Background: an optimization exercise with open tools, aiming at small area. Do not read the settings as production practice. Only simulation tests tie the RTL to the original design; equivalence was not proved. Power and IR drop assume default switching activity.

`flow/design.v`:
```
module tlb_assoc_param #(
    parameter int ENTRIES = 64,
    parameter int ASID_W  = 8,
    parameter int CNT_W   = 16
) (
    input  logic              i_clk,
    input  logic              i_rst,
    input  logic              i_lk_valid,
    input  logic [31:0]       i_lk_va,
    input  logic [ASID_W-1:0] i_lk_asid,
    output logic              o_rsp_valid,
    output logic              o_rsp_hit,
    output logic              o_rsp_asid_neq,
    output logic [31:0]       o_rsp_pa,
    output logic [3:0]        o_rsp_domain,
    output logic [1:0]        o_rsp_ap,
    output logic              o_rsp_apx,
    input  logic              i_wr,
    input  logic [1:0]        i_wr_type,
    input  logic [19:0]       i_wr_va,
    input  logic [19:0]       i_wr_pa,
    input  logic [ASID_W-1:0] i_wr_asid,
    input  logic              i_wr_global,
    input  logic [3:0]        i_wr_domain,
    input  logic [7:0]        i_wr_ap,
    input  logic              i_wr_apx,
    input  logic              i_inv_all,
    input  logic              i_inv_mva,
    input  logic              i_inv_asid,
    input  logic [19:0]       i_inv_va,
    input  logic [ASID_W-1:0] i_inv_asid_val,
    output logic              o_full,
    output logic [CNT_W-1:0]  o_hit_cnt,
    output logic [CNT_W-1:0]  o_miss_cnt
);
    localparam int IDX_W = (ENTRIES > 1) ? $clog2(ENTRIES) : 1;
    logic [ENTRIES-1:0] valid_q;
    logic [ENTRIES-1:0] t3_q;
    logic [ENTRIES-1:0] global_q;
    logic [19:0]        va_q     [ENTRIES];
    logic [19:0]        pa_q     [ENTRIES];
    logic [ASID_W-1:0]  asid_q   [ENTRIES];
    logic [3:0]         domain_q [ENTRIES];
    logic [7:0]         ap_q     [ENTRIES];
    logic [ENTRIES-1:0] apx_q;
    logic [IDX_W-1:0]   ptr_q;
    logic inv_any, blocked, wr_en, cmp_inv;
    assign inv_any = i_inv_all | i_inv_mva | i_inv_asid;
    assign blocked = inv_any | i_wr;
    assign wr_en   = i_wr & ~inv_any;
    assign cmp_inv = i_inv_mva | i_inv_asid;
    logic [19:0]       cmp_va;
    logic [ASID_W-1:0] cmp_asid;
    assign cmp_va   = cmp_inv ? i_inv_va       : i_lk_va[31:12];
    assign cmp_asid = cmp_inv ? i_inv_asid_val : i_lk_asid;
    logic [ENTRIES-1:0] match, neq_vec, asid_only;
    for (genvar gi = 0; gi < ENTRIES; gi++) begin : g_cmp
        logic c_hi, c_mid, tag_eq, asid_eq;
        assign c_hi    = t3_q[gi] | pa_q[gi][2];
        assign c_mid   = t3_q[gi] | pa_q[gi][1];
        assign tag_eq  = (cmp_va[19:12] == va_q[gi][19:12])
                       & (~c_hi     | (cmp_va[11:8] == va_q[gi][11:8]))
                       & (~c_mid    | (cmp_va[7:4]  == va_q[gi][7:4]))
                       & (~t3_q[gi] | (cmp_va[3:0]  == va_q[gi][3:0]));
        assign asid_eq = (cmp_asid == asid_q[gi]);
        assign match[gi]     = valid_q[gi] & tag_eq & (global_q[gi] | asid_eq);
        assign neq_vec[gi]   = valid_q[gi] & tag_eq & ~global_q[gi] & ~asid_eq;
        assign asid_only[gi] = valid_q[gi] & ~global_q[gi] & asid_eq;
    end
    localparam int GS = 8;
    localparam int NG = ENTRIES / GS;
    logic [ENTRIES-1:0] hit_oh, free_oh, ptr_oh, wr_oh;
    logic [ENTRIES-1:0] hit_before, valid_before;    
    logic [NG-1:0]      g_hit, g_full;
    logic [NG:0]        gh_before, gf_before;        
    assign gh_before[0] = 1'b0;
    assign gf_before[0] = 1'b1;
    for (genvar gg = 0; gg < NG; gg++) begin : g_grp
        assign hit_before[gg*GS]   = 1'b0;
        assign valid_before[gg*GS] = 1'b1;
        for (genvar k = 1; k < GS; k++) begin : g_in
            assign hit_before[gg*GS+k]   = hit_before[gg*GS+k-1] | match[gg*GS+k-1];
            assign valid_before[gg*GS+k] = valid_before[gg*GS+k-1] & valid_q[gg*GS+k-1];
        end
        assign g_hit[gg]       = |match[gg*GS +: GS];
        assign g_full[gg]      = &valid_q[gg*GS +: GS];
        assign gh_before[gg+1] = gh_before[gg] | g_hit[gg];
        assign gf_before[gg+1] = gf_before[gg] & g_full[gg];
        for (genvar k = 0; k < GS; k++) begin : g_oh
            assign hit_oh[gg*GS+k]  = match[gg*GS+k] & ~hit_before[gg*GS+k] & ~gh_before[gg];
            assign free_oh[gg*GS+k] = ~valid_q[gg*GS+k] & valid_before[gg*GS+k] & gf_before[gg];
            assign ptr_oh[gg*GS+k]  = (ptr_q == IDX_W'(gg*GS+k));
        end
    end
    logic any_hit, any_free;
    assign any_hit  = gh_before[NG];
    assign any_free = ~gf_before[NG];
    assign wr_oh    = any_free ? free_oh : ptr_oh;
    logic [ENTRIES-1:0] valid_d;
    always_comb begin
        if (i_inv_all)       valid_d = '0;
        else if (i_inv_mva)  valid_d = valid_q & ~match;
        else if (i_inv_asid) valid_d = valid_q & ~asid_only;
        else if (i_wr)       valid_d = valid_q | wr_oh;
        else                 valid_d = valid_q;
    end
    always_ff @(posedge i_clk) begin
        if (i_rst) begin
            valid_q <= '0;
            ptr_q   <= '0;
            o_full  <= 1'b0;
        end else begin
            valid_q <= valid_d;
            o_full  <= &valid_d;
            if (i_inv_all)                ptr_q <= '0;
            else if (wr_en && !any_free)  ptr_q <= ptr_q + 1'b1;
        end
    end
    logic        wr_t3, wr_c_hi, wr_c_mid;
    logic [19:0] wr_pa_enc;
    assign wr_t3     = (i_wr_type == 2'd3);
    assign wr_c_hi   = (i_wr_type != 2'd0);
    assign wr_c_mid  = i_wr_type[1];
    assign wr_pa_enc = {i_wr_pa[19:4], wr_t3 ? i_wr_pa[3:0] : {1'b0, wr_c_hi, wr_c_mid, 1'b0}};
    for (genvar gi = 0; gi < ENTRIES; gi++) begin : g_store
        always_ff @(posedge i_clk) begin
            if (wr_en && wr_oh[gi]) begin
                t3_q[gi]     <= wr_t3;
                va_q[gi]     <= i_wr_va;
                pa_q[gi]     <= wr_pa_enc;
                asid_q[gi]   <= i_wr_asid;
                global_q[gi] <= i_wr_global;
                domain_q[gi] <= i_wr_domain;
                ap_q[gi]     <= i_wr_ap;
                apx_q[gi]    <= i_wr_apx;
            end
        end
    end
    logic [19:0] s_pa;
    logic [3:0]  s_dom;
    logic [7:0]  s_ap;
    logic        s_apx, s_t3;
    always_comb begin
        s_pa  = '0;
        s_dom = '0;
        s_ap  = '0;
        s_apx = 1'b0;
        s_t3  = 1'b0;
        for (int i = 0; i < ENTRIES; i++) begin
            s_pa  = s_pa  | (pa_q[i]     & {20{hit_oh[i]}});
            s_dom = s_dom | (domain_q[i] & {4{hit_oh[i]}});
            s_ap  = s_ap  | (ap_q[i]     & {8{hit_oh[i]}});
            s_apx = s_apx | (apx_q[i]    & hit_oh[i]);
            s_t3  = s_t3  | (t3_q[i]     & hit_oh[i]);
        end
    end
    logic        s_c_hi, s_c_mid;
    logic [31:0] sel_pa;
    logic [1:0]  sub, sel_ap;
    assign s_c_hi  = s_t3 | s_pa[2];
    assign s_c_mid = s_t3 | s_pa[1];
    assign sel_pa  = {s_pa[19:12],
                      s_c_hi  ? s_pa[11:8] : i_lk_va[23:20],
                      s_c_mid ? s_pa[7:4]  : i_lk_va[19:16],
                      s_t3    ? s_pa[3:0]  : i_lk_va[15:12],
                      i_lk_va[11:0]};
    assign sub     = s_t3 ? i_lk_va[11:10] : (s_pa[1] ? i_lk_va[15:14] : 2'd3);
    always_comb begin
        case (sub)
            2'd0:    sel_ap = s_ap[1:0];
            2'd1:    sel_ap = s_ap[3:2];
            2'd2:    sel_ap = s_ap[5:4];
            default: sel_ap = s_ap[7:6];
        endcase
    end
    logic rsp_hit_d, rsp_neq_d;
    assign rsp_hit_d = i_lk_valid & ~blocked & any_hit;
    assign rsp_neq_d = i_lk_valid & ~blocked & ~any_hit & |neq_vec;
    always_ff @(posedge i_clk) begin
        if (i_rst) begin
            o_rsp_valid    <= 1'b0;
            o_rsp_hit      <= 1'b0;
            o_rsp_asid_neq <= 1'b0;
            o_rsp_pa       <= '0;
            o_rsp_domain   <= '0;
            o_rsp_ap       <= '0;
            o_rsp_apx      <= 1'b0;
        end else begin
            o_rsp_valid    <= i_lk_valid;
            o_rsp_hit      <= rsp_hit_d;
            o_rsp_asid_neq <= rsp_neq_d;
            if (rsp_hit_d) begin
                o_rsp_pa     <= sel_pa;
                o_rsp_domain <= s_dom;
                o_rsp_ap     <= sel_ap;
                o_rsp_apx    <= s_apx;
            end
        end
    end
    always_ff @(posedge i_clk) begin
        if (i_rst) begin
            o_hit_cnt  <= '0;
            o_miss_cnt <= '0;
        end else if (i_lk_valid) begin
            if (rsp_hit_d) begin
                if (o_hit_cnt != '1) o_hit_cnt <= o_hit_cnt + 1'b1;
            end else begin
                if (o_miss_cnt != '1) o_miss_cnt <= o_miss_cnt + 1'b1;
            end
        end
    end
endmodule
```
`flow/run.sh`:
```
#!/bin/bash
# synth_recipe.tcl (not shown) runs the flow's synth.tcl, then flattens the netlist and writes it again
# the make line also repeats each setting of config.mk as NAME=value (left out here)
make -C /OpenROAD-flow-scripts/flow DESIGN_CONFIG=/design/flow/config.mk WORK_HOME=/design/flow/orfs CLKGATE_MAP_FILE= SYNTH_SCRIPT=/design/flow/synth_recipe.tcl finish
```
`flow/config.mk`:
```
export PLATFORM = sky130hd
export DESIGN_NAME = tlb_assoc_param
export DESIGN_NICKNAME = tlb_assoc_param
export VERILOG_FILES = /design/flow/design.v
export SDC_FILE = /design/flow/constraint.sdc
export NUM_CORES = 4
export LEC_CHECK = 0
export ABC_AREA = 1
export CAP_MARGIN = 20
export CORE_MARGIN = 2
export CORE_UTILIZATION = 50
export PLACE_DENSITY = 0.6
export SETUP_SLACK_MARGIN = 0.2
export SLEW_MARGIN = 20
```
`flow/constraint.sdc`:
```
create_clock -name core_clock -period 10.0 [get_ports {i_clk}]
set_input_delay 2.0000 -clock core_clock [delete_from_list [all_inputs] [get_ports {i_clk}]]
set_output_delay 2.0000 -clock core_clock [all_outputs]
set_load 0.01 [all_outputs]
```
==> results.tsv, run 1 <==
metric	value	unit
Routed WL	568000	um
Placed Cells	19700	
nature of the critical path startpoint	input pin	
LEAKAGE	74.7	nW
Buf+Inv Stages, Crit Path	7	
Die H	601	um
Pwr Density	185	mW/mm^2
Filler cells	29400	
Hold Crit Class	reg -> reg	
Tmin final	8480	ps
largest net degree at the start of global routing	65	
Syn Inst Count	14900	
GRT Total Usage	30.8	%
Synth async-reset ratio	0	%
PostCTS Resize Cnt	0	
setup slack after layout	1520	ps
global route total overflow	0	
residual DRC count	0	
peak supply drop	0.180	mV
Worst-Skew Late Latency	1000	ps
Tcrit/Tclk final	84.8	%
Mapped Area	0.178	mm^2
required time worst endpoint	10880	ps
CTS tree	done	
CTS max path bufs	4	
Clock Sinks	4177	
vias	117000	
Placement Setup Slack	704	ps
Mapped Nets	15000	
number of global-route vias before repair	109000	
die extent in x	601	um
Final Power	0.0371	W
crit path DAT	9360	ps
final slew viol count	0	
root buffer cell	clkbuf_16	
port buffer count	213	
first-pass GRT wire length	801000	um
Yosys top cell area share	67.8	%
Post-synth top flop	edfxtp_1	
Yosys warning count	6	
Avg WL per Cell	27.7	um
Yosys reg bits	4177	
DRT iter0 DRCs	14100	
Top cell by count, worst path	nor2_1	
CTS H-tree lvls	5	
Worst path slowest cell	nand4_1	
max cap viols	0	
IO Count	214	
Slew @ Worst Pin	1220	ps
largest cells by area after synthesis	edfxtp_1 (68%), nand2_1 (8.1%), xor2_1 (4.6%)	
fmax	118	MHz
share of cells above drive strength 1	9.22	%
Avg Vias per Cell	5.69	
Setup crit end kind	flip-flop	
Syn Area/Cell	12.0	um^2
# setup viols final	0	
RSZ-0062 raised after global routing	false	
max incr delay on CP	550	ps
DRT Pass-1 Iters	17	
Clock transition at path regs	60	ps
Slew HR	17.8	%
delay-heaviest family, CP	simple AND/OR/NAND/NOR gates	
Crit Path Category	in -> reg	
nets	15500	
initial antenna violation count	20	
run status	timing/DRC/antenna clean	
Clock Skews	58.4	ps
Area Growth Syn to Fin	12.7	%
Initial Util	50.2	%
Final Non-Filler Cells	20500	
Setup TNS Final	0	ps
Core ar.	0.356	mm^2
Post-DRT Antenna Nets	0	
Num CTS Buffers	432	
setup repair bufs after CTS	0	
DP Wirelength	372000	um
CTS Hold Buffers Added	0	
Rows	219	
hold_ws	483	ps
EDFF count, synth	4032	
routability cong.	0.997	
Fin. Hold Viols	0	
Die Area	0.362	mm^2
largest fanout on the critical path	54	
Yosys cell types	81	
cell taking the most area after synthesis	edfxtp_1	
sequential share of the synthesized area	69.5	%
==> state kept, by name, summed over array words and instances (netlist names), 4 cells and up <==
name          count
pa_q           1280
va_q           1280
ap_q            512
asid_q          512
domain_q        256
apx_q            64
global_q         64
t3_q             64
valid_q          64
o_rsp_pa         32
o_hit_cnt        16
o_miss_cnt       16
ptr_q             6
o_rsp_domain      4
==> metal layers <==
metal / wire (um) / part of all wire [%] / track usage [%]
met1: 236000 / 42 / 43.2
met3: 45100 / 7.9 / 4.03
met2: 261000 / 46 / 49.0
met4: 26300 / 4.6 / 12.4
met5: 0 / 0 / 0
==> tightest hold or removal path, cell delays in order (launching register included) <==
cell and delay, ps:
dfxtp_1 320, nand2_1 60, a21oi_1 50
==> report_power, final <==
part / internal (W) / leakage [nW] / switching [W]
sequential: 0.0192 / 37.5 / 0.0000278
clock: 0.00934 / 6.92 / 0.00689
combinational: 0.000416 / 30.3 / 0.00126
total: 0.0289 / 74.7 / 0.00818
==> metrics by stage <==
stage / instance area (um^2) / utilization, %
3_3_place_gp: 187000 / 52.6
4_1_cts: 201000 / 56.5
3_5_place_dp: 187000 / 52.6
5_1_grt: 201000 / 56.6
2_1_floorplan: 178000 / -
6_report: 201000 / 56.6
==> cells in the mapped netlist, types with 145 or more instances <==
master,instances
nand3_1,685
dfxtp_1,145
a21oi_1,233
a221oi_1,147
nor2_1,1102
o21ai_0,260
inv_1,1271
nor3_1,190
nand4_1,352
nand2_1,3841
a22o_1,289
xor2_1,945
edfxtp_1,4032
==> final cells by class <==
cell class	instances	area, um^2	area share [%]
flip-flops and latches	4177	124000	61.6
multi-input cells	8853	46600	23.2
clock buffers	537	11400	5.69
well taps	4751	5940	2.96
repair buffers	606	5520	2.74
inverters	1300	4890	2.43
clock inverters	268	2700	1.34
diodes	12	30.0	0.0149
==> worst paths after layout <==
| kind | end | from | slack, ps | cells after the start |
|---|---|---|---|---|
| max | o_rsp_pa[25] | i_inv_asid | 1520 | 26 |
| max reg2reg | o_full | valid_q[0] | 3690 | 18 |
| min reg2reg | o_rsp_pa[16] | o_rsp_pa[16] | 480 | 2 |
| min | o_rsp_pa[16] | o_rsp_pa[16] | 480 | 2 |
==> placed cells by master, fill, tap and decap left out, types with 68 or more instances in the layout <==
cell	count
inv_1	1260
nand4_1	352
dfxtp_1	145
clkbuf_16	436
o21ai_0	259
nand2_2	69
o22ai_1	83
nand2_1	3829
xor2_1	945
nor2_1	1039
clkinv_1	102
a22o_1	289
edfxtp_1	4032
a221oi_1	147
a22oi_1	81
clkinv_2	85
clkbuf_1	86
nand3_1	685
buf_4	337
nor2_4	76
xnor2_1	68
clkdlybuf4s50_1	153
nor3_1	181
or2_2	73
a21oi_1	229
==> logic make-up (layout without fill, tap and decap cells) <==
group | after synthesis | in the layout | synth area share (%)
other | 0 | 12 | 0
xor gates and xnor gates | 1013 | 1013 | 4.97
DFF | 4177 | 4177 | 69.5
buffers and inverters | 1845 | 2711 | 4.81
and+or+nand+nor | 6543 | 6543 | 15.7
AOI/OAI and AO/OA | 1291 | 1291 | 5.03
adders and majority gates | 6 | 6 | 0.0421
==> run 2: changes to the inputs <==
==> flow/flow/run.sh (new file) <==
#!/bin/bash
# Own layout flow: the standard ORFS flow, with two changes.
#  1. Synthesis maps the logic with an area-recovering ABC script (flow/abc_area.script)
#     instead of ORFS's area script, which buffers and upsizes after mapping.
#     Registers are mapped by dfflibmap before ABC runs, so they are unchanged.
#  2. CTS runs without dummy loads and with larger sink clusters of clkbuf_16.
# Each step's full output goes to a log file in the work folder.
set -euo pipefail
W=$(pwd)
rm -rf "$W/scripts_abc"
cp -r "$FLOW_HOME/scripts" "$W/scripts_abc"
cp "$W/flow/abc_area.script" "$W/scripts_abc/abc_area.script"
SCRIPTS_DIR="$W/scripts_abc" bash standard.sh synth > "$W/run_synth.log" 2>&1
export CTS_ARGS="-sink_clustering_enable -repair_clock_nets -dont_use_dummy_load -sink_clustering_size 30 -sink_clustering_max_diameter 80 -buf_list sky130_fd_sc_hd__clkbuf_16"
bash standard.sh finish > "$W/run_finish.log" 2>&1
==> flow/flow/abc_area.script (new file) <==
strash
&get -n
&dch
&nf -R 1000
&put
topo
==> flow/standard.sh (new file) <==
#!/bin/bash
# synth_recipe.tcl (not shown) runs the flow's synth.tcl, then flattens the netlist and writes it again
# the make line also repeats each setting of config.mk as NAME=value (left out here)
make -C /OpenROAD-flow-scripts/flow DESIGN_CONFIG=/design/flow/config.mk WORK_HOME=/design/flow/orfs CLKGATE_MAP_FILE= SYNTH_SCRIPT=/design/flow/synth_recipe.tcl "${@:-finish}"
removed: flow/run.sh
==> run 2 against run 1 <==
  * Non-clock buffer count rose by 350
  * Power fell by 21%
  * Hold slack got worse by 21 ps
  * Still clean
  * Critical path type unchanged
  * Wire length fell by 10%
  * Highest routed layer is now met5
  * Area after synthesis fell by 9.3%
==> results.tsv, run 2 <==
metric	value	unit
top cells by count, synth	edfxtp_1 (4,032), xor2_1 (953), xnor2_1 (570)	
commonest non-fill, non-tap cell in the layout	edfxtp_1	
DP Wirelength	329000	um
Yosys reg bits	4177	
Post-synth top flop	edfxtp_1	
Syn Area/Cell	16.7	um^2
largest fanout on the critical path	13	
root buffer cell	clkbuf_16	
Placed Cells	15000	
Initial Util	50.3	%
Final Power	0.0292	W
Clock Skews	115	ps
Avg Vias per Cell	6.39	
sequential share of the synthesized area	76.6	%
Die Area	0.328	mm^2
crit path DAT	10420	ps
max cap viols	0	
Slew @ Worst Pin	1200	ps
top-count cell post-synth	edfxtp_1	
GRT Total Usage	30.3	%
IO Count	214	
Routed WL	509000	um
largest cells by area after synthesis	edfxtp_1 (75%), xor2_1 (5.2%), xnor2_1 (3.1%)	
Yosys top cell area share	74.8	%
nets	11000	
first-pass GRT wire length	712000	um
Synth async-reset ratio	0	%
required time worst endpoint	10800	ps
residual DRC count	0	
# setup viols final	0	
commonest cells after routing, fill and taps aside	edfxtp_1 (4,032), xor2_1 (953), buf_4 (630)	
initial antenna violation count	25	
Yosys cell types	54	
Fin. Hold Viols	0	
number of global-route vias before repair	92700	
peak supply drop	0.167	mV
Clock transition at path regs	110	ps
Syn Inst Count	9706	
Mapped Area	0.162	mm^2
largest net degree at the start of global routing	130	
Slew HR	19.8	%
Worst-Skew Late Latency	930	ps
LEAKAGE	56.8	nW
Avg WL per Cell	33.6	um
max incr delay on CP	840	ps
global route total overflow	0	
EDFF count, synth	4032	
port buffer count	213	
Yosys warning count	6	
nature of the critical path startpoint	input pin	
Hold Crit Class	reg -> reg	
Top cell by count, worst path	buf_4	
Num CTS Buffers	186	
Pwr Density	160	mW/mm^2
CTS max path bufs	4	
Clock Sinks	4177	
routability cong.	0.989	
share of cells above drive strength 1	10.9	%
die extent in x	573	um
Final Non-Filler Cells	15200	
Worst path slowest cell	a221oi_1	
Post-DRT Antenna Nets	0	
CTS Hold Buffers Added	0	
DRT Pass-1 Iters	8	
Tmin final	9620	ps
DRT iter0 DRCs	13400	
Setup TNS Final	0	ps
Core ar.	0.322	mm^2
CTS H-tree lvls	4	
vias	96900	
Die H	573	um
Mapped Nets	9851	
Area Growth Syn to Fin	12.7	%
run status	timing/DRC/antenna clean	
cell taking the most area after synthesis	edfxtp_1	
Crit Path Category	in -> reg	
Setup crit end kind	flip-flop	
fmax	104	MHz
Rows	208	
CTS tree	done	
Tcrit/Tclk final	96.2	%
final slew viol count	0	
RSZ-0062 raised after global routing	false	
-- run 2: metrics by stage --
step	setup WS [ps]	util (%)	cell area (um^2)	hold slack (ps)
6_report	380	56.7	183000	462
3_5_place_dp	-578	55.3	178000	448
3_3_place_gp	-691	55.3	178000	443
5_1_grt	240	56.7	183000	471
4_1_cts	398	56.7	182000	464
2_1_floorplan	-2830	-	162000	470
-- run 2: layout make-up --
cell class / count / area, um^2
repair buffers: 956 / 8980
fillers: 25000 / 139000
multi-input cells: 5457 / 39200
flip-flops and latches: 4177 / 124000
diodes: 16 / 40.0
clock buffers: 186 / 4650
inverters: 72 / 273
well taps: 4305 / 5390
-- run 2: cells by family (layout without fill, tap and decap cells) --
family	count (synthesis)	count (layout)	synth area share (%)
AO/OA/AOI/OAI	1848	1848	8.51
XOR/XNOR	1523	1523	8.24
adder cells (fa/ha/maj)	6	6	0.0464
buffers and inverters	72	1214	0.167
flip-flops	4177	4177	76.6
multiplexers	30	30	0.185
other	0	16	0
AND/OR/NAND/NOR	2050	2050	6.29
-- run 2: metal layers --
metal	GRT usage [%]	vias to the layer above	routed length [um]
met5	0.232	-	108
met4	12.2	2	23800
met3	3.37	667	38400
met2	48.8	4671	241000
met1	42.3	50300	205000
li1	-	41200	-
-- run 2: timing repair --
action	CTS	global route
buffers inserted	0	3
endpoints found under the setup margin	0	2
resized for setup	0	1
-- run 2: final timing paths --
| path | start | end | slack (ps) | cells past startpoint |
|---|---|---|---|---|
| worst min-delay path | o_rsp_pa[19] | o_rsp_pa[19] | 460 | 2 |
| worst min register to register | o_rsp_pa[19] | o_rsp_pa[19] | 460 | 2 |
| worst max-delay path | i_inv_mva | o_rsp_ap[1] | 380 | 35 |
| worst max register to register | valid_q[0] | o_full | 1380 | 29 |
-- run 2: report_power, final --
part | internal (W) | switching, W
combinational | 0.000455 | 0.00103
clock | 0.00334 | 0.00515
sequential | 0.0192 | 0.0000225
-- run 2: worst max-delay path, delay by kind of cell --
family                    cells  cell delay, ps
buffers and inverters        10            2100
xor gates and xnor gates      1             170
muxes                         1             720
AOI/OAI and AO/OA             8            2650
and+or+nand+nor              15            2580
==> run 3: changes to the inputs <==
==> flow/flow/run.sh (replaced) <==
#!/bin/bash
# Own layout flow: the standard ORFS flow, with these changes.
#  1. Synthesis maps the logic with an area-recovering ABC script (flow/abc_area.script)
#     instead of ORFS's area script, which buffers and upsizes after mapping.
#     Registers are mapped by dfflibmap before ABC runs, so they are unchanged.
#  2. Port buffers are buf_1 instead of clkdlybuf4s50_1 (every port still gets one).
#  3. CTS runs without dummy loads and with larger sink clusters of clkbuf_16.
# Each step's full output goes to a log file in the work folder.
set -euo pipefail
W=$(pwd)
rm -rf "$W/scripts_abc"
cp -r "$FLOW_HOME/scripts" "$W/scripts_abc"
cp "$W/flow/abc_area.script" "$W/scripts_abc/abc_area.script"
SCRIPTS_DIR="$W/scripts_abc" bash standard.sh synth > "$W/run_synth.log" 2>&1
export BUFFER_PORTS_ARGS="-buffer_cell sky130_fd_sc_hd__buf_1"
export CTS_ARGS="-sink_clustering_enable -repair_clock_nets -dont_use_dummy_load -sink_clustering_size 25 -sink_clustering_max_diameter 80 -buf_list sky130_fd_sc_hd__clkbuf_16"
bash standard.sh finish > "$W/run_finish.log" 2>&1
==> flow/flow/abc_area.script (replaced) <==
strash
dc2
&get -n
&dch
&nf -R 1000 -p
&put
topo
--- a/flow/config.mk
+++ b/flow/config.mk
@@ -7,8 +7,8 @@
 export LEC_CHECK = 0
 export ABC_AREA = 1
-export CAP_MARGIN = 20
+export CAP_MARGIN = 10
 export CORE_MARGIN = 2
-export CORE_UTILIZATION = 50
-export PLACE_DENSITY = 0.6
+export CORE_UTILIZATION = 60
+export PLACE_DENSITY = 0.7
 export SETUP_SLACK_MARGIN = 0.2
-export SLEW_MARGIN = 20
+export SLEW_MARGIN = 10
==> run 3 against run 2 <==
  * Combinational power is 3% lower
  * Area after synthesis is 0.79% lower
  * Non-clock buffer count is 6 lower
  * Cell area is 2.1% lower
  * Critical path type unchanged
  * Critical endpoint is now o_rsp_pa[20]
==> results.tsv, run 3 <==
metric	value	unit
Switching Fraction	20.9	%
Num CTS Buffers	192	
Tmin final	9830	ps
hold_ws	464	ps
top cells by count, synth	edfxtp_1 (4,032), xnor2_1 (688), a22oi_1 (474)	
Synth async-reset ratio	0	%
CTS H-tree lvls	4	
Slew @ Worst Pin	1380	ps
Yosys reg bits	4177	
Worst R2R Start	asid_q[1][1]	
DRT Pass-1 Iters	9	
Yosys cell types	62	
Worst Setup SP	i_inv_asid	
Syn Area/Cell	16.9	um^2
residual DRC count	0	
share of cells above drive strength 1	11.0	%
nets	10800	
crit path capture	o_rsp_pa[20]	
Die Area	0.272	mm^2
crit path DAT	10550	ps
Clock Sinks	4177	
Slew HR	7.21	%
largest net degree at the start of global routing	77	
Setup crit end kind	flip-flop	
Syn Inst Count	9503	
Worst-Skew Late Latency	930	ps
r2r endpoint	o_rsp_ap[0]	
CTS Hold Buffers Added	0	
port buffer count	213	
Routed WL	489000	um
Initial Util	60.4	%
die extent in x	521	um
peak supply drop	0.209	mV
largest cells by area after synthesis	edfxtp_1 (75%), xnor2_1 (3.8%), xor2_1 (2.3%)	
Rows	189	
sequential share of the synthesized area	77.2	%
CTS tree	done	
Hold Crit Class	reg -> reg	
global route total overflow	0	
Final Cell Area	0.179	mm^2
root buffer cell	clkbuf_16	
switching power total	0.00606	W
R2R Setup Slk	1980	ps
Post-synth top flop	edfxtp_1	
Avg WL per Cell	34.4	um
Post-Place Cell Area	0.174	mm^2
Worst path slowest cell	a2111oi_1	
Clock Skews	108	ps
number of global-route vias before repair	92800	
largest fanout on the critical path	22	
LEAKAGE	54.5	nW
Gate power share	4.9	%
DRT iter0 DRCs	16000	
Fin. Hold Viols	0	
Clock transition at path regs	100	ps
commonest non-fill, non-tap cell in the layout	edfxtp_1	
sequential power share	65.9	%
commonest cells after routing, fill and taps aside	edfxtp_1 (4,032), xnor2_1 (688), buf_4 (682)	
DP Wirelength	315000	um
Pwr Density	163	mW/mm^2
Avg Vias per Cell	6.98	
max cap viols	0	
# setup viols final	0	
Core ar.	0.266	mm^2
clock network power share	29.2	%
Tcrit/Tclk final	98.3	%
Die H	521	um
run status	timing/DRC/antenna clean	
initial antenna violation count	39	
Area Growth Syn to Fin	11.2	%
max incr delay on CP	730	ps
RSZ-0062 raised after global routing	true	
cell taking the most area after synthesis	edfxtp_1	
Yosys warning count	6	
vias	99300	
Crit Path Category	in -> reg	
Int Power	0.0230	W
Mapped Area	0.161	mm^2
Top cell by count, worst path	buf_4	
EDFF count, synth	4032	
IO Count	214	
required time worst endpoint	10710	ps
post-layout util	67.2	%
first-pass GRT wire length	690000	um
Reg2Reg Depth	37	
top-count cell post-synth	edfxtp_1	
routability cong.	0.969	
fmax	102	MHz
CTS max path bufs	3	
nature of the critical path startpoint	input pin	
GRT Total Usage	35.6	%
Post-DRT Antenna Nets	0	
final slew viol count	0	
Yosys top cell area share	75.4	%
Mapped Nets	9648	
-- run 3: cell count changes after synthesis, moves of 44 or more --
cell and change:
xor2_1 -526, nand4_1 -99, a221oi_1 +117, o22ai_1 +138, a22oi_1 +48, a2111oi_0 +53
a22o_1 -44, xnor2_1 +118, a221o_1 +114, nor2_1 +53, a222oi_1 -68, o21ai_0 -113
nor4_1 -65, o221ai_1 +99
-- run 3: area by class of cell --
class / count / area, um^2
sequential: 4177 / 124000
fill: 18100 / 87200
multi-input combinational: 5280 / 38100
timing repair buffer: 950 / 7080
clock buffer: 192 / 4800
tap: 3533 / 4420
inverter: 46 / 173
antenna: 40 / 100
-- run 3: power by group through the flow --
stage / Clock (W) / Sequential, W / Combinational [W]
5_1_grt: 0.00905 / 0.0192 / 0.00150
3_5_place_dp: 0 / 0.0196 / 0.00141
3_3_place_gp: 0 / 0.0196 / 0.00138
6_report: 0.00847 / 0.0192 / 0.00143
2_1_floorplan: 0 / 0.0196 / 0.000681
4_1_cts: 0.00852 / 0.0192 / 0.00141
-- run 3: cells by family (layout without fill, tap and decap cells) --
kind of cell    after synthesis  in the layout  synth area share (%)
compound gates             2219           2219                  10.7
xor+xnor                   1115           1115                  6.08
fa+ha+maj                     6              6                0.0467
buf+inv                      46           1188                 0.107
flops                      4177           4177                  77.2
mux                          29             29                 0.181
other cells                   0             40                     0
simple gates               1911           1911                  5.75
-- run 3: metrics by stage --
stage               setup WS (ps)  total power (W)  setup TNS (ps)  instances
floorplan                   -3500           0.0202         -190280       9503
global placement             -905           0.0209          -10330      14000
detailed placement           -809           0.0210          -10200      14000
CTS                           363           0.0291               0      14200
global route                 23.7           0.0297               0      14200
finish                        166           0.0290               0      14200
-- run 3: worst max-delay path, delay by kind of cell --
kind                      cells  cell delay [ps]
buffers and inverters        10             2110
xor gates and xnor gates      1               90
AOI/OAI and AO/OA             9             3010
muxes                         1              330
and+or+nand+nor              11             2920
-- run 3: how the worst min path moves through the flow --
stage                 start            to  slack, ps  depth (start not counted)
4_1_cts        o_rsp_pa[12]  o_rsp_pa[12]        460                          2
3_5_place_dp   o_rsp_pa[12]  o_rsp_pa[12]        450                          2
2_1_floorplan  o_rsp_pa[12]  o_rsp_pa[12]        470                          2
6_report       o_rsp_pa[23]  o_rsp_pa[23]        460                          2
5_1_grt        o_rsp_pa[12]  o_rsp_pa[12]        480                          2
3_3_place_gp   o_rsp_pa[22]  o_rsp_pa[22]        440                          2
-- run 3: repair_timing --
action                                  CTS  global route
gates cloned                              0             0
resized for setup                         2            10
setup buffers                             0             4
hold endpoints to repair                  0             0
endpoints found under the setup margin    2            16
pin swaps                                 0             1
-- run 3: per-layer routing --
layer	share of wire, %	track usage [%]	routed length, um	up-vias
met4	5.1	16.4	24700	10
met5	0.012	0	60	-
li1	-	-	-	41500
met2	46	54.1	224000	6349
met3	10	5.46	51300	807
met1	39	51.5	189000	50600
==> run 4: changes to the inputs <==
--- a/flow/config.mk
+++ b/flow/config.mk
@@ -11,4 +11,4 @@
 export CORE_UTILIZATION = 60
 export PLACE_DENSITY = 0.7
-export SETUP_SLACK_MARGIN = 0.2
+export SETUP_SLACK_MARGIN = 0.5
 export SLEW_MARGIN = 10
==> run 4 against run 3 <==
  * Via count barely moved
  * Die area did not move
  * Non-clock buffer count rose by 26
  * Critical path depth rose by 12
  * Critical path type unchanged
  * Largest cell class unchanged
==> results.tsv, run 4 <==
metric	value	unit
Routed WL	491000	um
hold_ws	467	ps
commonest cells after routing, fill and taps aside	edfxtp_1 (4,032), buf_4 (697), xnor2_1 (688)	
peak supply drop	0.208	mV
Slew HR	4.87	%
Worst R2R Start	valid_q[3]	
Gate power share	5.0	%
Die H	521	um
delay-heaviest family, CP	simple AND/OR/NAND/NOR gates	
Hold Path End	o_rsp_pa[20]	
Post-synth top flop	edfxtp_1	
Reg2Reg Depth	14	
residual DRC count	0	
CTS max path bufs	3	
DRT iter0 DRCs	16000	
clock network power share	29.2	%
Yosys top cell area share	75.4	%
Placed Cells	14000	
Crit Path Category	in -> reg	
hold path depth	2	
Clock Sinks	4177	
required time worst endpoint	10740	ps
Synth async-reset ratio	0	%
largest net degree at the start of global routing	77	
max incr delay on CP	420	ps
Clock transition at path regs	90	ps
Tcrit/Tclk final	94.5	%
max cap viols	0	
Avg Vias per Cell	6.97	
Buf+Inv Stages, Crit Path	7	
global route total overflow	0	
CTS H-tree lvls	4	
# setup viols final	0	
DP Wirelength	315000	um
run status	timing/DRC/antenna clean	
Tmin final	9450	ps
R2R Setup Slk	1990	ps
crit path DAT	10190	ps
CTS tree	done	
top cells by count, synth	edfxtp_1 (4,032), xnor2_1 (688), a22oi_1 (474)	
Syn Area/Cell	16.9	um^2
Mapped Area	0.161	mm^2
top-count cell post-synth	edfxtp_1	
commonest non-fill, non-tap cell in the layout	edfxtp_1	
nature of the critical path startpoint	input pin	
Pwr Density	162	mW/mm^2
Switching Fraction	20.9	%
final slew viol count	0	
Die Area	0.272	mm^2
Clock Skews	109	ps
die extent in x	521	um
Yosys warning count	6	
initial antenna violation count	39	
IO Count	214	
RSZ-0062 raised after global routing	true	
port buffer count	213	
Core ar.	0.266	mm^2
Fin. Hold Viols	0	
fmax	106	MHz
Worst path slowest cell	or4_4	
switching power total	0.00608	W
Hold Crit Class	reg -> reg	
Worst-Skew Late Latency	930	ps
GRT Total Usage	35.6	%
Rows	189	
Yosys cell types	62	
Num CTS Buffers	192	
Avg WL per Cell	34.5	um
LEAKAGE	54.8	nW
Hold Crit Start	o_rsp_pa[20]	
Slew @ Worst Pin	1410	ps
r2r endpoint	o_full	
EDFF count, synth	4032	
number of global-route vias before repair	92800	
Final Non-Filler Cells	14200	
vias	99200	
Syn Inst Count	9503	
cell taking the most area after synthesis	edfxtp_1	
Area Growth Syn to Fin	11.5	%
routability cong.	0.969	
Int Power	0.0230	W
DRT Pass-1 Iters	9	
share of cells above drive strength 1	11.5	%
largest fanout on the critical path	7	
sequential share of the synthesized area	77.2	%
CTS Hold Buffers Added	0	
Initial Util	60.4	%
first-pass GRT wire length	690000	um
largest cells by area after synthesis	edfxtp_1 (75%), xnor2_1 (3.8%), xor2_1 (2.3%)	
Post-DRT Antenna Nets	0	
Setup crit end kind	flip-flop	
Mapped Nets	9648	
root buffer cell	clkbuf_16	
nets	10800	
sequential power share	65.9	%
Yosys reg bits	4177	
==> run 4: cell count changes in the layout (fill, tap and decap cells not counted), sizes merged <==
cell,previous run,this run
buf,906,932
diode,40,37
==> run 4: logic make-up after synthesis <==
group	count (synthesis)	share of synthesized area [%]
and+or+nand+nor	1911	5.75
adders and majority gates	6	0.0467
DFF	4177	77.2
muxes	29	0.181
buffers and inverters	46	0.107
xor gates and xnor gates	1115	6.08
AOI/OAI and AO/OA	2219	10.7
==> run 4: tightest hold or removal path: cells and delay by family, from the launching register on <==
family           cells  cell delay, ps
AND/OR/NAND/NOR      1              50
AO/OA/AOI/OAI        1              50
flip-flops           1             330
==> run 4: how the worst max path moves through the flow <==
stage | from | end | slack (ps) | cells after the start
floorplan | i_inv_mva | o_rsp_ap[0] | -3500 | 36
global placement | i_inv_asid | o_rsp_pa[21] | -910 | 31
detailed placement | i_inv_asid | o_rsp_pa[12] | -810 | 34
CTS | i_inv_asid | o_rsp_ap[0] | 500 | 43
global route | i_inv_asid | o_rsp_ap[0] | 240 | 44
finish | i_inv_asid | o_rsp_ap[0] | 550 | 44
==> run 4: power by group through the flow <==
stage | Sequential, W | Clock [W] | Combinational (W)
2_1_floorplan | 0.0196 | 0 | 0.000681
3_3_place_gp | 0.0196 | 0 | 0.00138
3_5_place_dp | 0.0196 | 0 | 0.00141
4_1_cts | 0.0192 | 0.00852 | 0.00141
5_1_grt | 0.0192 | 0.00905 | 0.00152
6_report | 0.0192 | 0.00847 | 0.00144
==> run 4: metrics by stage <==
| step | util [%] | instance area [um^2] | setup TNS, ps | setup slack [ps] | power [W] |
|---|---|---|---|---|---|
| floorplan | - | 161000 | -190280 | -3500 | 0.0202 |
| global route | 67.4 | 179000 | 0 | 236 | 0.0297 |
| global placement | 65.3 | 174000 | -10330 | -905 | 0.0209 |
| finish | 67.4 | 179000 | 0 | 552 | 0.0291 |
| detailed placement | 65.3 | 174000 | -10200 | -809 | 0.0210 |
| CTS | 67.1 | 178000 | 0 | 504 | 0.0291 |
==> run 4: layout make-up <==
cell class,instances,area [um^2]
Antenna cell,37,92.6
Clock buffer,192,4800
Fill cell,18000,86700
Inverter,46,173
Multi-Input combinational cell,5280,38300
Sequential cell,4177,124000
Tap cell,3533,4420
Timing Repair Buffer,976,7360
==> run 4: what timing repair did <==
| action | in CTS | in global routing |
|---|---|---|
| setup endpoints to repair | 9 | 20 |
| gates resized for setup | 8 | 63 |
| pin swaps | 0 | 26 |
| buffers inserted | 0 | 30 |
==> run 4: routing by layer <==
layer	up-vias	GRT usage, %	wire, um
li1	41600	-	-
met1	50800	51.5	190000
met2	6108	54.1	225000
met3	770	5.36	51000
met4	10	16.4	25200
met5	-	0	60
==> run 5: changes to the inputs <==
--- a/flow/config.mk
+++ b/flow/config.mk
@@ -9,6 +9,6 @@
 export CAP_MARGIN = 10
 export CORE_MARGIN = 2
-export CORE_UTILIZATION = 60
-export PLACE_DENSITY = 0.7
+export CORE_UTILIZATION = 65
+export PLACE_DENSITY = 0.75
 export SETUP_SLACK_MARGIN = 0.5
 export SLEW_MARGIN = 10
==> run 5 against run 4 <==
  * Still clean on timing, DRC and antenna
  * Combinational power increased by 3%
  * Clock power about the same
  * Flip-flop and latch count unchanged
  * Critical path type unchanged
  * Largest cell class unchanged
==> results.tsv, run 5 <==
metric	value	unit
EDFF count, synth	4032	
largest fanout on the critical path	38	
Worst path slowest cell	nor4_1	
run status	timing/DRC/antenna clean	
GRT met2 Usage	58.3	%
CTS Hold Buffers Added	0	
Syn Inst Count	9503	
max cap viols	0	
Clock Sinks	4177	
Routed WL	499000	um
Worst-Skew Late Latency	920	ps
Clock Skews	81.9	ps
met1 Resource Use GR	55.5	%
CTS max path bufs	3	
top-count cell post-synth	edfxtp_1	
Most Used Layer, Global Route	met2	
hold_ws	485	ps
Avg Vias per Cell	7.30	
Area Growth Syn to Fin	11.1	%
Syn Area/Cell	16.9	um^2
clock network power share	29.1	%
Final Power	0.0291	W
required time worst endpoint	10840	ps
port buffer count	213	
root buffer cell	clkbuf_16	
Int Power	0.0230	W
CTS tree	done	
Hold Crit Class	reg -> reg	
peak supply drop	0.193	mV
share of cells above drive strength 1	11.2	%
setup slack after layout	636	ps
Rows	182	
Setup crit end kind	flip-flop	
sequential power share	65.8	%
R2R Setup Slk	2310	ps
met3 global-route usage	8.06	%
Worst R2R Start	asid_q[1][1]	
Die Area	0.251	mm^2
r2r endpoint	o_rsp_ap[0]	
Final Cell Area	0.178	mm^2
Slew @ Worst Pin	1210	ps
Core ar.	0.246	mm^2
IO Count	214	
initial antenna violation count	40	
largest net degree at the start of global routing	96	
DP Wirelength	313000	um
residual DRC count	0	
sequential share of the synthesized area	77.2	%
Filler cells	15000	
RSZ-0062 raised after global routing	false	
largest cells by area after synthesis	edfxtp_1 (75%), xnor2_1 (3.8%), xor2_1 (2.3%)	
Yosys top cell area share	75.4	%
number of global-route vias before repair	94700	
Clock transition at path regs	90	ps
Pwr Density	163	mW/mm^2
Reg2Reg Depth	37	
DRT Pass-1 Iters	10	
Mapped Area	0.161	mm^2
Yosys cell types	62	
global route total overflow	0	
Gate power share	5.1	%
fmax	107	MHz
Yosys reg bits	4177	
max incr delay on CP	690	ps
Hold Path End	o_rsp_pa[17]	
Tmin final	9360	ps
Tcrit/Tclk final	93.6	%
nets	10800	
LEAKAGE	54.6	nW
Avg WL per Cell	35.9	um
commonest cells after routing, fill and taps aside	edfxtp_1 (4,032), xnor2_1 (688), buf_4 (678)	
hold path depth	2	
Slew HR	18.6	%
GRT Total Usage	39.4	%
Mapped Nets	9648	
final slew viol count	0	
DRT iter0 DRCs	18100	
top cells by count, synth	edfxtp_1 (4,032), xnor2_1 (688), a22oi_1 (474)	
vias	102000	
Hold Crit Start	o_rsp_pa[17]	
Post-DRT Antenna Nets	0	
Initial Util	65.3	%
Num CTS Buffers	193	
Post-synth top flop	edfxtp_1	
Post-Place Cell Area	0.173	mm^2
CTS H-tree lvls	4	
Die H	501	um
nature of the critical path startpoint	input pin	
Yosys warning count	6	
commonest non-fill, non-tap cell in the layout	edfxtp_1	
first-pass GRT wire length	699000	um
die extent in x	501	um
switching power total	0.00611	W
cell taking the most area after synthesis	edfxtp_1	
Switching Fraction	21.0	%
Synth async-reset ratio	0	%
# setup viols final	0	
Fin. Hold Viols	0	
Top cell by count, worst path	buf_4	
routability cong.	1.05	
Crit Path Category	in -> reg	
crit path DAT	10210	ps
Placement Setup Slack	-824	ps
## run 5: cell counts after synthesis
No cell type changed its count.
## run 5: kinds of logic after synthesis
family | Yosys count | share of synthesized area, %
flip-flops | 4177 | 77.2
AO/OA/AOI/OAI | 2219 | 10.7
AND/OR/NAND/NOR | 1911 | 5.75
XOR/XNOR | 1115 | 6.08
buffers and inverters | 46 | 0.107
multiplexers | 29 | 0.181
adder cells (fa/ha/maj) | 6 | 0.0467
## run 5: metal layers
layer / wire length [um] / part of all wire [%]
met4: 31700 / 6.4
met3: 62800 / 13
met1: 180000 / 36
met2: 224000 / 45
met5: 174 / 0.035
## run 5: timing repair
action,4_1_cts,5_1_grt
pin swaps,1,11
resized for setup,7,31
setup buffers,1,11
endpoints found under the setup margin,12,37
cloned,0,0
## run 5: worst max path at each step
stage                     from     endpoint  depth (start not counted)
detailed placement  i_inv_asid  o_rsp_ap[0]                         41
floorplan            i_inv_mva  o_rsp_ap[0]                         36
finish              i_inv_asid  o_rsp_ap[0]                         37
CTS                 i_inv_asid  o_rsp_ap[0]                         42
global route        i_inv_asid  o_rsp_ap[0]                         36
global placement    i_inv_asid  o_rsp_ap[0]                         42
## run 5: cell type report
type	instances	area, um^2	area share, %
sequential	4177	124000	69.5
tap	3220	4030	2.26
multi-input combinational	5280	38100	21.4
timing repair buffer	956	7230	4.05
antenna	29	72.6	0.0407
inverter	46	173	0.0968
clock buffer	193	4830	2.71
## run 5: worst max-delay path: cells and delay by family
kind	cells	cell delay, ps
AND/OR/NAND/NOR	21	4430
AO/OA/AOI/OAI	8	1700
buffers and inverters	7	1670
multiplexers	1	370
## run 5: through the flow
stage | TNS [ps] | std cells | util [%]
2_1_floorplan | -190280 | 9503 | -
3_3_place_gp | -6420 | 13700 | 70.5
3_5_place_dp | -13760 | 13700 | 70.5
4_1_cts | 0 | 13900 | 72.4
5_1_grt | 0 | 13900 | 72.5
6_report | 0 | 13900 | 72.6
## run 5: power by group through the flow
| stage | clock (W) | combinational [W] | sequential (W) |
|---|---|---|---|
| detailed placement | 0 | 0.00144 | 0.0196 |
| CTS | 0.00848 | 0.00145 | 0.0192 |
| global placement | 0 | 0.00141 | 0.0196 |
| finish | 0.00848 | 0.00148 | 0.0192 |
| global route | 0.00902 | 0.00154 | 0.0192 |
| floorplan | 0 | 0.000681 | 0.0196 |
==> run 6: changes to the inputs <==
--- a/flow/config.mk
+++ b/flow/config.mk
@@ -9,6 +9,6 @@
 export CAP_MARGIN = 10
 export CORE_MARGIN = 2
-export CORE_UTILIZATION = 65
-export PLACE_DENSITY = 0.75
-export SETUP_SLACK_MARGIN = 0.5
+export CORE_UTILIZATION = 50
+export PLACE_DENSITY = 0.6
+export SETUP_SLACK_MARGIN = 0.2
 export SLEW_MARGIN = 10
==> run 6 against run 5 <==
  * Cell area grew 1.4%
  * Combinational power hardly changed
  * Core utilization is 16 points lower
  * Area after synthesis did not move
  * Clock skew is 24 ps higher
  * Sequential power is essentially flat
  * Worst setup slack got worse by 160 ps
  * Cell count up 8.4%
  * Non-clock buffer count grew 84
  * Highest routed layer unchanged
==> results.tsv, run 6 <==
metric	value	unit
Fin. Hold Viols	0	
largest cells by area after synthesis	edfxtp_1 (75%), xnor2_1 (3.8%), xor2_1 (2.3%)	
nature of the critical path startpoint	input pin	
Post-Place Cell Area	0.176	mm^2
r2r endpoint	o_full	
Tcrit/Tclk final	95.2	%
fmax	105	MHz
root buffer cell	clkbuf_16	
initial antenna violation count	37	
max cap viols	0	
largest fanout on the critical path	9	
Final Cell Area	0.181	mm^2
share of cells above drive strength 1	12.0	%
Syn Inst Count	9503	
DRT Pass-1 Iters	7	
Syn Area/Cell	16.9	um^2
number of global-route vias before repair	92300	
global route total overflow	0	
Worst-Skew Late Latency	970	ps
largest net degree at the start of global routing	73	
Worst R2R Start	valid_q[16]	
cell taking the most area after synthesis	edfxtp_1	
Switching Fraction	21.2	%
EDFF count, synth	4032	
Worst Setup SP	i_inv_asid	
Rows	208	
die extent in x	571	um
R2R Setup Slk	1290	ps
first-pass GRT wire length	703000	um
Hold Path End	o_rsp_pa[15]	
Mapped Nets	9648	
Setup TNS Final	0	ps
Gate power share	5.0	%
CTS tree	done	
Post-synth top flop	edfxtp_1	
LEAKAGE	55.3	nW
Clock transition at path regs	100	ps
Pwr Density	162	mW/mm^2
CTS H-tree lvls	4	
hold path depth	2	
residual DRC count	0	
final slew viol count	0	
Clock Skews	106	ps
Tmin final	9520	ps
Num CTS Buffers	200	
Slew @ Worst Pin	1340	ps
Post-DRT Antenna Nets	0	
Crit Path Category	in -> reg	
Die Area	0.326	mm^2
Die H	571	um
Hold Crit Start	o_rsp_pa[15]	
top-count cell post-synth	edfxtp_1	
GRT Total Usage	30.2	%
Core ar.	0.320	mm^2
routability cong.	1.04	
Routed WL	503000	um
top cells by count, synth	edfxtp_1 (4,032), xnor2_1 (688), a22oi_1 (474)	
max incr delay on CP	440	ps
DP Wirelength	319000	um
Slew HR	10.3	%
Yosys warning count	6	
vias	98600	
run status	timing/DRC/antenna clean	
Avg WL per Cell	33.4	um
crit path DAT	10320	ps
Yosys cell types	62	
CTS max path bufs	4	
Hold Crit Class	reg -> reg	
Filler cells	24800	
sequential power share	65.2	%
Clock Sinks	4177	
Yosys reg bits	4177	
commonest non-fill, non-tap cell in the layout	edfxtp_1	
commonest cells after routing, fill and taps aside	edfxtp_1 (4,032), buf_4 (736), xnor2_1 (688)	
DRT iter0 DRCs	14200	
Worst path slowest cell	or4_4	
Area Growth Syn to Fin	12.6	%
Yosys top cell area share	75.4	%
Mapped Area	0.161	mm^2
IO Count	214	
Setup crit end kind	flip-flop	
RSZ-0062 raised after global routing	false	
sequential share of the synthesized area	77.2	%
# setup viols final	0	
Reg2Reg Depth	16	
clock network power share	29.9	%
Avg Vias per Cell	6.54	
Int Power	0.0232	W
required time worst endpoint	10800	ps
peak supply drop	0.171	mV
port buffer count	213	
switching power total	0.00624	W
Synth async-reset ratio	0	%
nets	10900	
Initial Util	50.1	%
==> run 6: cell count changes in the layout (fill, tap and decap cells not counted), moves of 6 or more <==
cell	previous run	this run
a2111oi_1	12	18
buf_12	60	83
buf_2	14	22
buf_4	678	736
clkbuf_16	193	201
clkbuf_2	45	38
diode_2	29	21
==> run 6: how the worst max path moves through the flow <==
stage / to / slack [ps]
after floorplan: o_rsp_ap[0] / -3500
after global placement: o_rsp_ap[0] / -780
final: o_rsp_ap[0] / 480
after CTS: o_rsp_ap[0] / 240
after detailed placement: o_rsp_ap[0] / -900
after global routing: o_rsp_ap[0] / 230
==> run 6: cell families (layout without fill, tap and decap cells) <==
kind of cell | after synthesis | count (layout) | synth area share, %
flops | 4177 | 4177 | 77.2
compound gates | 2219 | 2219 | 10.7
simple gates | 1911 | 1911 | 5.75
xor+xnor | 1115 | 1115 | 6.08
buf+inv | 46 | 1286 | 0.107
mux | 29 | 29 | 0.181
fa+ha+maj | 6 | 6 | 0.0467
other cells | 0 | 21 | 0
==> run 6: critical path: cells and delay by family <==
family / cells / cell delay [ps]
mux: 1 / 280
xor+xnor: 1 / 150
buf+inv: 7 / 1260
compound gates: 6 / 1260
simple gates: 28 / 5310
==> run 6: per-layer routing <==
metal	track usage (%)	up-vias	share of wire [%]
met1	43.1	50900	40
li1	-	41700	-
met5	0	-	0.022
met2	46.7	5167	46
met4	13.6	18	5.0
met3	3.98	758	8.4
==> run 6: stage by stage <==
step	setup slack (ps)	power (W)	instances	utilization, %	hold slack [ps]
2_1_floorplan	-3500	0.0202	9503	-	470
3_3_place_gp	-782	0.0210	14800	54.8	446
3_5_place_dp	-897	0.0210	14800	54.8	450
4_1_cts	242	0.0295	15000	56.4	462
5_1_grt	230	0.0302	15100	56.5	479
6_report	477	0.0294	15100	56.5	460
==> run 6: power by group through the flow <==
stage | Clock (W) | Combinational (W) | Sequential, W
after global routing | 0.00945 | 0.00155 | 0.0192
after CTS | 0.00888 | 0.00146 | 0.0192
after floorplan | 0 | 0.000681 | 0.0196
final | 0.00878 | 0.00146 | 0.0192
after detailed placement | 0 | 0.00146 | 0.0196
after global placement | 0 | 0.00143 | 0.0196
==> run 6: timing repair <==
item / in CTS / in global routing
hold buffers: 0 / 0
endpoints found under the setup margin: 1 / 10
gates resized for setup: 2 / 37
hold endpoints to repair: 0 / 0
pin swaps: 0 / 12
gates cloned: 0 / 1
buffers inserted: 0 / 6
==> run 6: layout make-up <==
cell class / count / area (um^2) / area share [%]
Tap cell: 4305 / 5390 / 2.98
Timing Repair Buffer: 1040 / 8190 / 4.52
Inverter: 46 / 173 / 0.0954
Sequential cell: 4177 / 124000 / 68.5
Antenna cell: 21 / 52.6 / 0.0290
Clock buffer: 200 / 5000 / 2.77
Multi-Input combinational cell: 5280 / 38100 / 21.1
==> run 7: changes to the inputs <==
--- a/flow/config.mk
+++ b/flow/config.mk
@@ -7,8 +7,8 @@
 export LEC_CHECK = 0
 export ABC_AREA = 1
-export CAP_MARGIN = 10
+export CAP_MARGIN = 0
 export CORE_MARGIN = 2
 export CORE_UTILIZATION = 50
 export PLACE_DENSITY = 0.6
 export SETUP_SLACK_MARGIN = 0.2
-export SLEW_MARGIN = 10
+export SLEW_MARGIN = 0
==> run 7 against run 6 <==
  * Still clean
  * Worst setup slack gained 78 ps
  * Combinational power hardly changed
  * Wire length about the same
  * Sequential share of layout area about the same
  * Register-to-register slack gained 260 ps
  * Area after synthesis did not move
  * Critical path depth is the same
  * Clock power about the same
  * Maximum frequency increased by 0.82%
  * Largest cell class unchanged
  * Largest power group unchanged
==> results.tsv, run 7 <==
metric	value	unit
run status	timing/DRC/antenna clean	
top cells by count, synth	edfxtp_1 (4,032), xnor2_1 (688), a22oi_1 (474)	
Final Non-Filler Cells	15100	
Tcrit/Tclk final	94.5	%
Worst-Skew Late Latency	970	ps
die extent in x	571	um
Num CTS Buffers	200	
commonest cells after routing, fill and taps aside	edfxtp_1 (4,032), buf_4 (736), xnor2_1 (688)	
global route total overflow	0	
Worst path slowest cell	or4_4	
largest net degree at the start of global routing	73	
Area Growth Syn to Fin	12.6	%
CTS H-tree lvls	4	
Slew HR	10.8	%
Hold Crit Class	reg -> reg	
Routed WL	502000	um
hold path depth	2	
multi-input logic area	0.0381	mm^2
Crit Path Category	in -> reg	
DRT Pass-1 Iters	9	
Core ar.	0.320	mm^2
nature of the critical path startpoint	input pin	
DRT iter0 DRCs	14000	
Post-DRT Antenna Nets	0	
Placed Cells	14800	
CTS tree	done	
largest fanout on the critical path	9	
Fin. Hold Viols	0	
Final Cell Area	0.181	mm^2
commonest non-fill, non-tap cell in the layout	edfxtp_1	
Rows	208	
RSZ-0062 raised after global routing	false	
fmax	106	MHz
Setup TNS Final	0	ps
largest cells by area after synthesis	edfxtp_1 (75%), xnor2_1 (3.8%), xor2_1 (2.3%)	
port buffer count	213	
register area	0.124	mm^2
max cap viols	0	
Yosys reg bits	4177	
CTS Hold Buffers Added	0	
Clock transition at path regs	100	ps
Filler cells	24800	
required time worst endpoint	10800	ps
Die H	571	um
routability cong.	1.04	
Initial Util	50.1	%
top-count cell post-synth	edfxtp_1	
final slew viol count	0	
Avg WL per Cell	33.3	um
Yosys top cell area share	75.4	%
Placement Setup Slack	-897	ps
GRT Total Usage	30.2	%
max incr delay on CP	440	ps
Syn Inst Count	9503	
Clock Skews	106	ps
Yosys cell types	62	
IO Count	214	
Mapped Area	0.161	mm^2
Slew @ Worst Pin	1300	ps
Post-synth top flop	edfxtp_1	
Yosys warning count	6	
# setup viols final	0	
Reg2Reg Depth	16	
cell taking the most area after synthesis	edfxtp_1	
EDFF count, synth	4032	
vias	98500	
residual DRC count	0	
Tmin final	9450	ps
Syn Area/Cell	16.9	um^2
initial antenna violation count	37	
first-pass GRT wire length	703000	um
Pwr Density	162	mW/mm^2
Synth async-reset ratio	0	%
sequential share of the synthesized area	77.2	%
DP Wirelength	319000	um
number of global-route vias before repair	92300	
Mapped Nets	9648	
root buffer cell	clkbuf_16	
peak supply drop	0.172	mV
LEAKAGE	55.3	nW
Die Area	0.326	mm^2
nets	10900	
Avg Vias per Cell	6.53	
Setup crit end kind	flip-flop	
Clock Sinks	4177	
share of cells above drive strength 1	12.0	%
setup slack after layout	555	ps
Post-Place Cell Area	0.176	mm^2
CTS max path bufs	4	
crit path DAT	10250	ps
[run 7: cell counts after synthesis]
Identical to the previous run, type by type.
[run 7: final timing paths]
check	from	to	slack (ps)
max	i_inv_asid	o_rsp_ap[0]	550
min	o_rsp_pa[19]	o_rsp_pa[19]	460
max reg2reg	valid_q[16]	o_full	1550
min reg2reg	o_rsp_pa[19]	o_rsp_pa[19]	460
[run 7: kinds of logic after synthesis]
kind of cell               after synthesis  share of synthesized area, %
AOI/OAI and AO/OA                     2219                          10.7
xor gates and xnor gates              1115                          6.08
adders and majority gates                6                        0.0467
buffers and inverters                   46                         0.107
DFF                                   4177                          77.2
muxes                                   29                         0.181
and+or+nand+nor                       1911                          5.75
[run 7: report_power, final]
group	total (W)	internal [W]	switching, W
registers	0.0192	0.0191	0.00000353
logic	0.00146	0.000429	0.00103
clock network	0.00877	0.00357	0.00520
total	0.0294	0.0232	0.00624
[run 7: area by class of cell]
cell class | instances | share of cell area (%)
antenna | 21 | 0.0290
clock buffer | 200 | 2.77
inverter | 46 | 0.0954
multi-input combinational | 5280 | 21.1
sequential | 4177 | 68.5
tap | 4305 | 2.98
timing repair buffer | 1041 | 4.53
[run 7: metrics by stage]
| step | hold slack (ps) | total power [W] | util (%) |
|---|---|---|---|
| 3_3_place_gp | 446 | 0.0210 | 54.8 |
| 2_1_floorplan | 470 | 0.0202 | - |
| 4_1_cts | 462 | 0.0295 | 56.4 |
| 5_1_grt | 479 | 0.0302 | 56.5 |
| 3_5_place_dp | 450 | 0.0210 | 54.8 |
| 6_report | 461 | 0.0294 | 56.5 |
[run 7: critical path, delay by kind of cell]
| family | cells | cell delay (ps) |
|---|---|---|
| buffers and inverters | 6 | 1030 |
| AND/OR/NAND/NOR | 30 | 5680 |
| XOR/XNOR | 1 | 150 |
| multiplexers | 1 | 280 |
| AO/OA/AOI/OAI | 5 | 1090 |
[run 7: per-layer routing]
metal / wire (um) / track usage, % / part of all wire, %
met1: 204000 / 43.1 / 41
met2: 232000 / 46.7 / 46
met4: 25000 / 13.6 / 5.0
met5: 111 / 0 / 0.022
met3: 41800 / 3.98 / 8.3
[run 7: what timing repair did]
action                                 in CTS  in global routing
setup endpoints to repair                   1                 10
setup buffers                               0                  6
pin swaps                                   0                 12
gates resized for setup                     2                 36
cloned                                      0                  1
endpoints found under the hold margin       0                  0
==> run 8: changes to the inputs <==
--- a/flow/design.v
+++ b/flow/design.v
@@ -123,16 +123,16 @@
     assign wr_c_mid  = i_wr_type[1];
     assign wr_pa_enc = {i_wr_pa[19:4], wr_t3 ? i_wr_pa[3:0] : {1'b0, wr_c_hi, wr_c_mid, 1'b0}};
+    localparam int EW = 1 + 20 + 20 + ASID_W + 1 + 4 + 8 + 1;
+    logic [EW-1:0] wr_word;
+    assign wr_word = {wr_t3, i_wr_va, wr_pa_enc, i_wr_asid, i_wr_global, i_wr_domain, i_wr_ap, i_wr_apx};
     for (genvar gi = 0; gi < ENTRIES; gi++) begin : g_store
+        logic          we, keep;
+        logic [EW-1:0] cur, nxt;
+        assign we   = wr_en & wr_oh[gi];
+        assign keep = ~we;
+        assign cur  = {t3_q[gi], va_q[gi], pa_q[gi], asid_q[gi], global_q[gi], domain_q[gi], ap_q[gi], apx_q[gi]};
+        tlb_entry_sel #(.W(EW)) u_sel (.i_q(cur), .i_d(wr_word), .i_we(we), .i_keep(keep), .o_nxt(nxt));
         always_ff @(posedge i_clk) begin
-            if (wr_en && wr_oh[gi]) begin
-                t3_q[gi]     <= wr_t3;
-                va_q[gi]     <= i_wr_va;
-                pa_q[gi]     <= wr_pa_enc;
-                asid_q[gi]   <= i_wr_asid;
-                global_q[gi] <= i_wr_global;
-                domain_q[gi] <= i_wr_domain;
-                ap_q[gi]     <= i_wr_ap;
-                apx_q[gi]    <= i_wr_apx;
-            end
+            {t3_q[gi], va_q[gi], pa_q[gi], asid_q[gi], global_q[gi], domain_q[gi], ap_q[gi], apx_q[gi]} <= nxt;
         end
     end
@@ -211,2 +211,13 @@
     end
 endmodule
+module tlb_entry_sel #(
+    parameter int W = 1
+) (
+    input  logic [W-1:0] i_q,
+    input  logic [W-1:0] i_d,
+    input  logic         i_we,
+    input  logic         i_keep,
+    output logic [W-1:0] o_nxt
+);
+    assign o_nxt = (i_q & {W{i_keep}}) | (i_d & {W{i_we}});
+endmodule
--- a/flow/config.mk
+++ b/flow/config.mk
@@ -7,8 +7,10 @@
 export LEC_CHECK = 0
 export ABC_AREA = 1
-export CAP_MARGIN = 0
+export CAP_MARGIN = 10
 export CORE_MARGIN = 2
 export CORE_UTILIZATION = 50
 export PLACE_DENSITY = 0.6
 export SETUP_SLACK_MARGIN = 0.2
-export SLEW_MARGIN = 0
+export SLEW_MARGIN = 10
+export SYNTH_HIERARCHICAL = 1
+export SYNTH_MINIMUM_KEEP_SIZE = 0
==> run 8 against run 7 <==
  * Flip-flop and latch count did not move
  * Global-route usage rose by 12 points
  * Cell area fell by 1.9%
  * Clock-buffer cell count rose by 3
  * Synthesized cell count rose by 42%
  * Largest power group unchanged
  * Cell count rose by 27%
  * Hold slack barely moved
  * Non-clock buffer count rose by 282
==> results.tsv, run 8 <==
metric	value	unit
Area Growth Syn to Fin	14.1	%
commonest cells after routing, fill and taps aside	dfxtp_1 (4,177), a22o_1 (4,072), buf_4 (1,034)	
Hold Crit Class	reg -> reg	
nets	15100	
EDFF count, synth	0	
Yosys reg bits	4177	
Tmin final	9770	ps
Setup crit end kind	flip-flop	
Syn Inst Count	13500	
Pwr Density	158	mW/mm^2
post-synthesis simple-gate area fraction	5.51	%
Worst path slowest cell	nor4_1	
CTS max path bufs	4	
DP Wirelength	453000	um
LEAKAGE	66.4	nW
CTS H-tree lvls	4	
Slew HR	7.50	%
first-pass GRT wire length	987000	um
Mapped Nets	13600	
Slew @ Worst Pin	1370	ps
Post-DRT Antenna Nets	0	
residual DRC count	0	
Post-synth top flop	dfxtp_1	
Top cell by count, worst path	buf_4	
delay-heaviest family, CP	compound AO/OA/AOI/OAI gates	
DRT iter0 DRCs	19400	
Core ar.	0.309	mm^2
Buf+Inv Stages, Crit Path	13	
RSZ-0062 raised after global routing	true	
global route total overflow	0	
CTS tree	done	
Yosys top cell area share	53.8	%
sequential share of the synthesized area	53.8	%
main combinational cell family by area after synthesis	compound AO/OA/AOI/OAI gates	
Placement Setup Slack	-1140	ps
fmax	102	MHz
commonest non-fill, non-tap cell in the layout	dfxtp_1	
Filler cells	26200	
max incr delay on CP	680	ps
Num CTS Buffers	203	
Clock Skews	92.3	ps
required time worst endpoint	10780	ps
largest net degree at the start of global routing	67	
nature of the critical path startpoint	input pin	
Avg WL per Cell	36.4	um
port buffer count	213	
largest cells by area after synthesis	dfxtp_1 (54%), a22o_1 (23%), xnor2_1 (4.0%)	
largest fanout on the critical path	13	
peak supply drop	0.147	mV
compound-gate portion of the synthesized area	33.8	%
top-count cell post-synth	dfxtp_1	
top cells by count, synth	dfxtp_1 (4,177), a22o_1 (4,072), xnor2_1 (711)	
Crit Path Category	in -> reg	
Syn Area/Cell	11.5	um^2
Initial Util	50.3	%
share of cells above drive strength 1	10.8	%
number of global-route vias before repair	133000	
run status	timing/DRC/antenna clean	
Rows	204	
Avg Vias per Cell	7.30	
root buffer cell	clkbuf_16	
Die Area	0.316	mm^2
max cap viols	0	
Die H	562	um
Yosys warning count	12	
initial antenna violation count	52	
register area	0.0836	mm^2
IO Count	214	
final slew viol count	0	
setup slack after layout	231	ps
Clock Sinks	4177	
die extent in x	562	um
mux contribution to synthesized area	0.187	%
vias	140000	
Fin. Hold Viols	0	
Synth Area in Adders	0.0483	%
post-layout util	57.4	%
Yosys cell types	56	
multi-input logic area	0.0729	mm^2
# setup viols final	0	
Mapped Area	0.156	mm^2
Routed WL	698000	um
Tcrit/Tclk final	97.7	%
DRT Pass-1 Iters	10	
crit path DAT	10550	ps
xor/xnor share of the synthesized area	6.46	%
Clock transition at path regs	80	ps
Synth async-reset ratio	0	%
GRT Total Usage	42.4	%
Worst-Skew Late Latency	970	ps
routability cong.	0.969	
cell taking the most area after synthesis	dfxtp_1	
==> run 8: final timing paths <==
path / slack [ps] / depth (start not counted) / from / endpoint
hold / removal: 460 / 2 / o_rsp_pa[22] / o_rsp_pa[22]
setup reg to reg: 2210 / 36 / va_q[0][4] / o_rsp_ap[0]
hold reg to reg: 460 / 2 / o_rsp_pa[22] / o_rsp_pa[22]
setup / recovery: 230 / 38 / i_inv_asid / o_rsp_ap[0]
==> run 8: cell families (layout without fill, tap and decap cells) <==
kind of cell,Yosys count,count (layout)
muxes,29,29
AOI/OAI and AO/OA,6272,6272
buffers and inverters,100,1626
xor gates and xnor gates,1147,1147
other,0,34
adders and majority gates,6,6
and+or+nand+nor,1745,1745
DFF,4177,4177
==> run 8: metal layers <==
| layer | global-route usage, % | up-vias | routed length [um] |
|---|---|---|---|
| met5 | 0 | - | 210 |
| met4 | 23.4 | 30 | 43300 |
| met3 | 13.3 | 1557 | 89800 |
| met2 | 59.6 | 9094 | 284000 |
| met1 | 57.4 | 70900 | 280000 |
| li1 | - | 58300 | - |
==> run 8: final cells by class <==
type                    count  share of cell area, %
flip-flops and latches   4177                   47.1
clock buffers             203                   2.86
repair buffers           1323                   5.76
inverters                 100                  0.235
well taps                4120                   2.90
diodes                     34                 0.0479
multi-input cells        9199                   41.1
==> run 8: power by group <==
group          total, W  internal [W]  switching (W)  leakage, nW
sequential       0.0170        0.0168       0.000144         33.7
clock           0.00910       0.00363        0.00547         2.50
combinational   0.00206      0.000658        0.00140         30.2
==> run 8: worst min-delay path, delay by kind of cell, from the launching register on <==
family           cells  cell delay, ps
AND/OR/NAND/NOR      1              50
AO/OA/AOI/OAI        1              50
flip-flops           1             320
==> run 8: stage by stage <==
stage / hold WS (ps) / cell area [um^2] / std cells / power, W / TNS (ps)
after floorplan: 451 / 156000 / 13500 / 0.0182 / -153230
final: 461 / 178000 / 19200 / 0.0281 / 0
after detailed placement: 449 / 172000 / 18900 / 0.0193 / -22780
after global placement: 448 / 172000 / 18900 / 0.0193 / -33270
after global routing: 482 / 177000 / 19100 / 0.0288 / 0
after CTS: 460 / 177000 / 19100 / 0.0281 / 0
==> run 8: repair_timing <==
action / in CTS / in global routing
hold buffers: 0 / 0
setup buffers: 1 / 8
gates resized for setup: 6 / 46
pin swaps: 0 / 4
setup endpoints to repair: 11 / 24

## separate check: timing with driven ports
How much do the figures lean on ideal ports? The routed layouts below were timed once more, with nothing changed but the port constraints.
Step 1 assumes that a clkbuf_16 drives the clock port and a buf_2 every other input.
Step 2, shift: input delay + t, output delay - t, t = (earliest + latest rising clock arrival at the registers) / 2. This alone moves slack from input paths to output paths.
Three values: ideal, step 1, step 2; two values: the first two.
run | shift t [ns] | setup slack, ns
run 1 | 1.081 | 1.524 / 1.535 / 0.455
run 2 | 0.994 | 0.380 / 0.473 / -0.522
run 3 | 0.972 | 0.166 / 0.243 / -0.729
run 4 | 0.969 | 0.552 / 0.629 / -0.340
run 5 | 0.977 | 0.636 / 0.705 / -0.272
run 6 | 1.011 | 0.477 / 0.549 / -0.463
run 7 | 1.010 | 0.555 / 0.627 / -0.384
run 8 | 1.037 | 0.231 / 0.320 / -0.717
With both steps, setup timing fails in 7 of these runs, where it was met with ideal ports.
